This design comes from an exercise in tuning for small area on the open sky130 flow, not from production work.
In this exercise RTL edits were held to simulation tests only and were not proved equivalent to the original.
Power and IR drop assume default switching activity. The flow treats the clock pin as an ideal source, which a real chip does not have.

## conv_window_buffer
module conv_window_buffer #(
    parameter int BITWIDTH     = 8,
    parameter int DATACHANNEL  = 3,
    parameter int FILTERHEIGHT = 5,
    parameter int FILTERWIDTH  = 5,
    parameter int DATAWIDTH    = 28,
    parameter int DATAHEIGHT   = 28
) (
    input  logic clk,
    input  logic rst,
    input  logic in_valid,
    output logic in_ready,
    input  logic [BITWIDTH*DATACHANNEL-1:0] pixel,
    output logic out_valid,
    input  logic out_ready,
    output logic [BITWIDTH*DATACHANNEL*FILTERHEIGHT*FILTERWIDTH-1:0] window,
    output logic out_last
);
    localparam int PW = BITWIDTH * DATACHANNEL;
    localparam int NS = (FILTERHEIGHT - 1) * DATAWIDTH + FILTERWIDTH;
    localparam int CW = (DATAWIDTH > 1) ? $clog2(DATAWIDTH) : 1;
    localparam int RW = (DATAHEIGHT > 1) ? $clog2(DATAHEIGHT) : 1;
    logic [PW-1:0] sr [NS];
    logic [CW-1:0] col;
    logic [RW-1:0] row;
    logic          col_end;
    logic          row_end;
    logic          complete;
  ...
Size in the first run: roughly 2900 cells after synthesis, roughly 2800 flip-flops, about 630 I/O pins.
clock: 6.0 ns
lec_check: 0
cap_margin: 20
core_margin: 2
core_utilization: 40
slew_margin: 20
standard.sh (not shown) runs the stock make flow with config.mk's settings and CLKGATE_MAP_FILE= SYNTH_SCRIPT=/design/flow/synth_recipe.tcl, a recipe that flattens the netlist after the stock synthesis.
==> flow/flow/run.sh <==
#!/bin/bash
set -euo pipefail
export BUFFER_PORTS_ARGS="-buffer_cell sky130_fd_sc_hd__buf_1"
export CTS_ARGS="-sink_clustering_enable -repair_clock_nets -buf_list {sky130_fd_sc_hd__clkbuf_8 sky130_fd_sc_hd__clkbuf_16} -sink_clustering_size 32 -sink_clustering_max_diameter 80 -dont_use_dummy_load"
bash standard.sh finish > standard_flow.log 2>&1
The starting point finished clean.
==> next run, changes <==
==> flow/run.sh (new file) <==
#!/bin/bash
# synth_recipe.tcl (not shown) runs the flow's synth.tcl, then flattens the netlist and writes it again
# the make line also repeats each setting of config.mk as NAME=value (left out here)
make -C /OpenROAD-flow-scripts/flow DESIGN_CONFIG=/design/flow/config.mk WORK_HOME=/design/flow/orfs CLKGATE_MAP_FILE= SYNTH_SCRIPT=/design/flow/synth_recipe.tcl finish
removed: flow/flow/run.sh
removed: flow/standard.sh
The new run completed with no timing, DRC or antenna violations.
Via count rose by 5.8%.
Flip-flop and latch count stays the same.
Synthesized area stays the same.
Routed wire length rose by 9.2%.
Worst setup slack is worse by 0.78 ns.
Die area stays the same.
Core utilization rose by 4.7 points.
==> next run, changes <==
==> flow/flow/run.sh (new file) <==
#!/bin/bash
set -euo pipefail
export BUFFER_PORTS_ARGS="-buffer_cell sky130_fd_sc_hd__buf_1"
export CTS_ARGS="-sink_clustering_enable -repair_clock_nets -buf_list {sky130_fd_sc_hd__clkbuf_4 sky130_fd_sc_hd__clkbuf_8} -sink_clustering_size 20 -sink_clustering_max_diameter 55 -dont_use_dummy_load"
bash standard.sh finish > standard_flow.log 2>&1
==> flow/standard.sh (new file) <==
#!/bin/bash
# synth_recipe.tcl (not shown) runs the flow's synth.tcl, then flattens the netlist and writes it again
# the make line also repeats each setting of config.mk as NAME=value (left out here)
make -C /OpenROAD-flow-scripts/flow DESIGN_CONFIG=/design/flow/config.mk WORK_HOME=/design/flow/orfs CLKGATE_MAP_FILE= SYNTH_SCRIPT=/design/flow/synth_recipe.tcl "${@:-finish}"
- CORE_UTILIZATION: 40 -> 60
- PLACE_DENSITY: not set -> 0.8
removed: flow/run.sh
What happened:
- die area decreases by 33%
- clock power decreases by 54%
- area after synthesis is unchanged
- power decreases by 23%
- final area decreases by 11%
- synthesized cell count is unchanged
- register-to-register slack gets worse by 0.11 ns
- non-clock buffer count decreases by 9
- utilization increases by 16 points
- sequential power stays flat
==> next run, changes <==
==> flow/flow/run.sh (replaced) <==
#!/bin/bash
set -euo pipefail
export BUFFER_PORTS_ARGS="-buffer_cell sky130_fd_sc_hd__buf_1"
export CTS_ARGS="-sink_clustering_enable -repair_clock_nets -buf_list {sky130_fd_sc_hd__clkbuf_4 sky130_fd_sc_hd__clkbuf_8} -sink_clustering_size 18 -sink_clustering_max_diameter 50 -dont_use_dummy_load"
bash standard.sh finish > standard_flow.log 2>&1
- CORE_UTILIZATION: 60 -> 40
- PLACE_DENSITY: 0.8 -> not set
After rerunning: Area after synthesis is unchanged. Non-clock buffer count came out higher by 16. Die area came out higher by well over a third. Wire length came out higher by a few percent.

[what the ideal ports hide]
In the flow no input, the clock included, has a driving cell. The finished layouts below were timed again as built, in two steps. Step 1, drivers: a clkbuf_16 drives clk and a buf_2 each remaining input, both assumed. Step 2 moves the port delays by t, midway between the first and last clock arrival at a register: inputs arrive t later, outputs are due t later. That takes back most of the time a late clock gives input paths. Three values: ideal, step 1, step 2; two values: the first two.
run | t (ns) | setup WS [ns] | hold slack, ns | worst setup path after step 2 | cell pins on the clock port's net
the first run | 0.830 | 2.983 / 2.899 / 2.348 | 0.355 / 0.355 / 0.355 | input to register | 1
the second run | 0.968 | 2.202 / 2.177 / 1.783 | 0.369 / 0.369 / 0.369 | input to register | 1
the third run | 0.910 | 2.566 / 2.485 / 2.158 | 0.309 / 0.309 / 0.309 | input to register | 1
the fourth run | 0.968 | 2.793 / 2.711 / 2.347 | 0.315 / 0.315 / 0.315 | input to register | 1
After both steps every run listed still meets setup and hold. The setup slack of the first run, which loses most, moves by -0.084 ns with the drivers and by -0.635 ns with both steps.
